What follows belongs to an exercise in optimizing a design on an open flow for small area; a production flow would make more cautious choices.
No activity file was given, so power comes from the tool's default toggle rates.

## S
==> flow/design.v <==
`default_nettype none
package ngate_pkg;
  localparam int SampleBitsDef = 24;
  localparam int CoefBitsDef   = 24;
  localparam int HoldBitsDef   = 20;
  localparam int CfgIdxBits = 3;
  localparam logic [31:0] ThresholdRst = 32'd83886;
  localparam logic [31:0] DetAtkRst    = 32'd16427000;
  localparam logic [31:0] DetRelRst    = 32'd16773721;
  localparam logic [31:0] GainAtkRst   = 32'd16707000;
  localparam logic [31:0] GainRelRst   = 32'd16770000;
  localparam logic [31:0] HoldLenRst   = 32'd480;
endpackage
`default_nettype wire
`default_nettype none
module audio_noise_gate_with_hold #(
  parameter int SAMPLE_BITS = ngate_pkg::SampleBitsDef,
  parameter int COEF_BITS   = ngate_pkg::CoefBitsDef,
  parameter int HOLD_BITS   = ngate_pkg::HoldBitsDef,
  parameter int CFG_BITS    = (SAMPLE_BITS > COEF_BITS)
                              ? ((SAMPLE_BITS > HOLD_BITS) ? SAMPLE_BITS : HOLD_BITS)
                              : ((COEF_BITS > HOLD_BITS) ? COEF_BITS : HOLD_BITS)
) (
  input  wire logic                             clk_i,
  input  wire logic                             rst_ni,
  input  wire logic                             cfg_we_i,
  input  wire logic [ngate_pkg::CfgIdxBits-1:0] cfg_idx_i,
  input  wire logic [CFG_BITS-1:0]              cfg_data_i,
  input  wire logic                             in_valid_i,
  output      logic                             in_ready_o,
  input  wire logic signed [SAMPLE_BITS-1:0]    in_sample_i,
  output      logic                             out_valid_o,
  input  wire logic                             out_ready_i,
  output      logic signed [SAMPLE_BITS-1:0]    out_sample_o,
  output      logic [COEF_BITS:0]               out_gain_o,
  output      logic                             out_gate_open_o
);
  localparam logic [1:0] PH_IDLE = 2'd0;
  localparam logic [1:0] PH_ENV  = 2'd1;
  localparam logic [1:0] PH_GAIN = 2'd2;
  localparam logic [1:0] PH_OUT  = 2'd3;
  logic        en_q;
  logic [23:0] thr_q, da_q, dr_q, ga_q, gr_q;
  logic [19:0] hl_q;
  logic [23:0] env_q;
  logic [24:0] g_q;
  logic [19:0] hc_q;
  logic [24:0] s_q;
  logic        open_q, ov_q, rise_q, b_q, f1_q, f2_q, clr_q;
  logic [1:0]  ph_q;
  logic [4:0]  j_q;
  logic [23:0] wd0, wd1;                   
  logic [7:0]  we;
  assign wd0 = cfg_data_i[23:0] & {24{rst_ni}};
  assign wd1 = cfg_data_i[23:0] | {24{!rst_ni}};
  always_comb begin
    for (int r = 0; r < 8; r++) we[r] = !rst_ni || (cfg_we_i && (cfg_idx_i == 3'(r)));
  end
  logic [23:0] wthr, wda, wdr, wga, wgr, whl;
  assign wthr = (wd1 & ngate_pkg::ThresholdRst[23:0]) | (wd0 & ~ngate_pkg::ThresholdRst[23:0]);
  assign wda  = (wd1 & ngate_pkg::DetAtkRst[23:0])    | (wd0 & ~ngate_pkg::DetAtkRst[23:0]);
  assign wdr  = (wd1 & ngate_pkg::DetRelRst[23:0])    | (wd0 & ~ngate_pkg::DetRelRst[23:0]);
  assign wga  = (wd1 & ngate_pkg::GainAtkRst[23:0])   | (wd0 & ~ngate_pkg::GainAtkRst[23:0]);
  assign wgr  = (wd1 & ngate_pkg::GainRelRst[23:0])   | (wd0 & ~ngate_pkg::GainRelRst[23:0]);
  assign whl  = (wd1 & ngate_pkg::HoldLenRst[23:0])   | (wd0 & ~ngate_pkg::HoldLenRst[23:0]);
  always_ff @(posedge clk_i) begin
    if (we[0]) en_q  <= wd1[0];
    if (we[1]) thr_q <= wthr;
    if (we[2]) da_q  <= wda;
    if (we[3]) dr_q  <= wdr;
    if (we[4]) ga_q  <= wga;
    if (we[5]) gr_q  <= wgr;
    if (we[6]) hl_q  <= whl[19:0];
  end
  logic idle, env, gain, out, j0, jhi, scan, mul, ecmp, eupd, hcmp, hdec, gadd, gupd, neg;
  logic go, byp;
  assign idle = (ph_q == PH_IDLE);
  assign env  = (ph_q == PH_ENV);
  assign gain = (ph_q == PH_GAIN);
  assign out  = (ph_q == PH_OUT);
  assign j0   = (j_q == 5'd0);
  assign jhi  = j_q[4] & j_q[3] & (j_q[2] | j_q[1] | j_q[0]);   
  assign scan = !idle && !jhi;                                   
  assign mul  = scan && !j0;
  assign ecmp = env  && (j_q == 5'd31);
  assign eupd = env  && (j_q == 5'd25);
  assign hcmp = env  && (j_q == 5'd26);
  assign hdec = env  && (j_q == 5'd27);
  assign gadd = gain && (j_q == 5'd25);
  assign gupd = gain && (j_q == 5'd26);
  assign neg  = out  && (j_q == 5'd25);
  assign go  = idle && in_valid_i && !ov_q && !clr_q;
  assign byp = go && !en_q;
  assign in_ready_o = neg || byp;
  logic        sgn, x_j, m_j, e_j, g_j, sa, sb, d_env, d_gain, d_nxt;
  logic [31:0] xs, es, gs;
  assign sgn = in_sample_i[23];
  assign xs  = {8'd0, in_sample_i};
  assign es  = {8'd0, env_q};
  assign gs  = {7'd0, g_q};
  assign x_j = xs[j_q];
  assign e_j = es[j_q];
  assign g_j = gs[j_q];
  assign m_j = x_j ^ (sgn & f1_q);
  assign sa  = rise_q ? m_j : e_j;
  assign sb  = rise_q ? e_j : m_j;
  assign d_env  = sa ^ sb ^ f2_q;
  assign d_gain = (j_q == 5'd24) ? (open_q ? !(f2_q || g_j) : g_j)
                                 : (g_j ^ (open_q & f2_q));
  assign d_nxt  = env ? d_env : (gain ? d_gain : m_j);
  logic [24:0] p, q, qx, sum;
  logic [25:0] cy;
  logic        acc_sgn;
  logic        invq, cin;
  logic        p_coef, p_env, p_g, p_hc, p_hl, q_s, q_t;
  logic [23:0] coef;
  logic        hc_nz;
  assign hc_nz = |hc_q;
  assign coef   = env ? (rise_q ? da_q : dr_q) : (open_q ? ga_q : gr_q);
  assign p_coef = b_q && (env || gain) && (mul || gadd);
  assign p_env  = ecmp || eupd || hcmp;
  assign p_g    = gupd || (out && b_q && mul);
  assign p_hc   = hdec && !rise_q;
  assign p_hl   = hdec && rise_q;
  assign q_s    = (idle && ov_q && !clr_q) || ecmp || mul || gadd || eupd || gupd || neg;
  assign q_t    = hcmp;
  assign p = ({25{p_coef}} & {1'b1, coef})
           | ({25{p_env}}  & {1'b0, env_q})
           | ({25{p_g}}    & g_q)
           | ({25{p_hc}}   & {5'd0, hc_q})
           | ({25{p_hl}}   & {5'd0, hl_q});
  assign q = ({25{q_s}} & s_q)
           | ({25{q_t}} & {1'b0, thr_q});
  always_comb begin
    invq = 1'b0;
    cin  = 1'b0;
    if (ecmp)      begin invq = !s_q[24];     cin = invq; end
    else if (eupd) begin invq = rise_q;       cin = invq; end
    else if (hcmp) begin invq = 1'b1; end
    else if (hdec) begin invq = !rise_q && f1_q; end
    else if (gupd) begin invq = open_q;       cin = invq; end
    else if (neg)  begin invq = rise_q;       cin = invq; end
  end
  assign acc_sgn = (env || gain) && ((q_s && s_q[24]) || p_coef);
  assign qx    = q ^ {25{invq}};
  assign cy[0] = cin;
  for (genvar i = 0; i < 25; i++) begin : g_add
    assign sum[i]  = p[i] ^ qx[i] ^ cy[i];
    assign cy[i+1] = (p[i] & qx[i]) | (p[i] & cy[i]) | (qx[i] & cy[i]);
  end
  always_ff @(posedge clk_i or negedge rst_ni) begin
    if (!rst_ni) begin
      ov_q  <= 1'b0;
      clr_q <= 1'b1;
      ph_q  <= PH_IDLE;
      j_q   <= '0;
    end else begin
      clr_q <= cfg_we_i && (cfg_idx_i == 3'd0) && !cfg_data_i[0];
      if (in_ready_o && in_valid_i) ov_q <= 1'b1;
      else if (out_ready_i) ov_q <= 1'b0;
      if (idle) begin
        if (go && en_q) begin
          ph_q <= PH_ENV;
          j_q  <= 5'd31;
        end
      end else if (hdec || gupd) begin
        ph_q <= ph_q + 2'd1;
        j_q  <= '0;
      end else if (neg) begin
        ph_q <= PH_IDLE;
        j_q  <= '0;
      end else begin
        j_q <= j_q + 5'd1;
      end
    end
  end
  always_ff @(posedge clk_i) begin
    if (ecmp) rise_q <= sum[24];
    else if (hcmp) rise_q <= !sum[24];           
    else if (gupd) rise_q <= sgn;                
    if (clr_q || eupd) env_q <= sum[23:0];
    if (clr_q || gupd) g_q   <= sum[24:0];
    if (clr_q || hdec) hc_q <= sum[19:0];
    if (hdec) open_q <= rise_q || f1_q;
    else if (byp) open_q <= 1'b0;
    b_q  <= d_nxt;
    f1_q <= scan ? (f1_q || x_j) : (hcmp && hc_nz);
    f2_q <= scan && (env ? ((!sa && sb) || (!(sa ^ sb) && f2_q)) : (f2_q || g_j));
    if (idle && !ov_q && !clr_q) s_q <= {sgn, in_sample_i};
    else s_q <= scan ? {acc_sgn, sum[24:1]} : sum;
  end
  assign out_valid_o     = ov_q;
  assign out_sample_o    = s_q[23:0];
  assign out_gain_o      = g_q;
  assign out_gate_open_o = open_q;
endmodule
`default_nettype wire
Settings: LEC_CHECK=0, CAP_MARGIN=10, CORE_MARGIN=2, CORE_UTILIZATION=75, CTS_BUF_LIST=sky130_fd_sc_hd__clkbuf_16, CTS_CLUSTER_DIAMETER=90, CTS_CLUSTER_SIZE=24, SLEW_MARGIN=10; clock period 12.0 ns.
standard.sh (not shown) runs the stock make flow with config.mk's settings and CLKGATE_MAP_FILE= SYNTH_SCRIPT=/design/flow/synth_recipe.tcl, a recipe that flattens the netlist after the stock synthesis.
==> flow/flow/run.sh <==
#!/bin/bash
# Layout flow: the standard ORFS flow (standard synthesis unchanged), with
# the port buffers made of the smallest buffer cell instead of the default
# choice. Every input and output port still gets its own buffer.
set -euo pipefail
bash standard.sh BUFFER_PORTS_ARGS="-buffer_cell sky130_fd_sc_hd__buf_1" finish > orfs_flow.log 2>&1
[flow] S | stages: complete | final checks: fail | reason: negative setup slack
The following lists how P was set up differently from S:
--- a/flow/design.v
+++ b/flow/design.v
@@ -123,15 +123,20 @@
   assign p_hc   = hdec && !rise_q;
   assign p_hl   = hdec && rise_q;
   assign q_s    = (idle && ov_q && !clr_q) || ecmp || mul || gadd || eupd || gupd || neg;
   assign q_t    = hcmp;
-  assign p = ({25{p_coef}} & {1'b1, coef})
+  logic s_da, s_dr, s_ga, s_gr;
+  assign s_da = p_coef && env && rise_q;
+  assign s_dr = p_coef && env && !rise_q;
+  assign s_ga = p_coef && !env && open_q;
+  assign s_gr = p_coef && !env && !open_q;
+  assign p = {p_coef, ({24{s_da}} & da_q) | ({24{s_dr}} & dr_q) | ({24{s_ga}} & ga_q) | ({24{s_gr}} & gr_q)}
            | ({25{p_env}}  & {1'b0, env_q})
            | ({25{p_g}}    & g_q)
-           | ({25{p_hc}}   & {5'd0, hc_q})
-           | ({25{p_hl}}   & {5'd0, hl_q});
+           | ({25{p_hc}}   & {5'd0, hc_q});
   assign q = ({25{q_s}} & s_q)
-           | ({25{q_t}} & {1'b0, thr_q});
+           | ({25{q_t}} & {1'b0, thr_q})
+           | ({25{p_hl}} & {5'd0, hl_q});          
   always_comb begin
     invq = 1'b0;
     cin  = 1'b0;
     if (ecmp)      begin invq = !s_q[24];     cin = invq; end
==> run notes <==
- The higher total via count in the routed design of P and S is in S.
- A cell type of the slowest stage on the worst timing path of a222oi_1 is what P shows, while dfrtp_2 belongs to S.
- STATUS run=P STAGES=ALL_DONE FINAL_CHECKS=FAILED CAUSE=negative setup slack
- [compare] base=S new=P: synthesized area went down by 2.6%, count of clock-buffer cells in the layout held steady, fraction of power spent switching nets fell 0.26 points, non-filler instance count after layout down about 5%, critical path depth in cells went down about 2.6%.
- Final cell area: P below S
- The total routed wirelength in P was lower than what S gave.
- Compared with S, in P average vias per placed instance increased about 4.6%; slew of the pin with the lowest slew margin essentially unchanged.
- Final weighted congestion in routability-driven placement, P vs S: down by a few percent
No run of this note included a check of the RTL's function; only the layout flow was run.

## what the ideal ports hide
The flow's constraints put no driver on any port. The routed layouts listed below were extracted and timed again, unchanged, in two steps.
Step 1 sets driving cells, clkbuf_16 on the clock port and buf_2 on the other inputs (assumed; they add their load-dependent delay and slew).
Step 2 adds t to the input delays and takes it off the output delays; t is the mean of the earliest and latest rising clock arrival at the registers after step 1. Input paths then give back, and output paths get back, about the clock's delay inside the block.
Slacks: ideal ports / drivers / drivers and shift; pairs: ideal ports / drivers.
run	t (ns)	setup slack, ns	worst setup path after step 2	latest minus earliest clock arrival (ns)
S	0.532	-0.005 / -0.005 / -0.005	register to register	0.037 / 0.037
P	0.532	-0.079 / -0.079 / -0.079	register to register	0.023 / 0.023
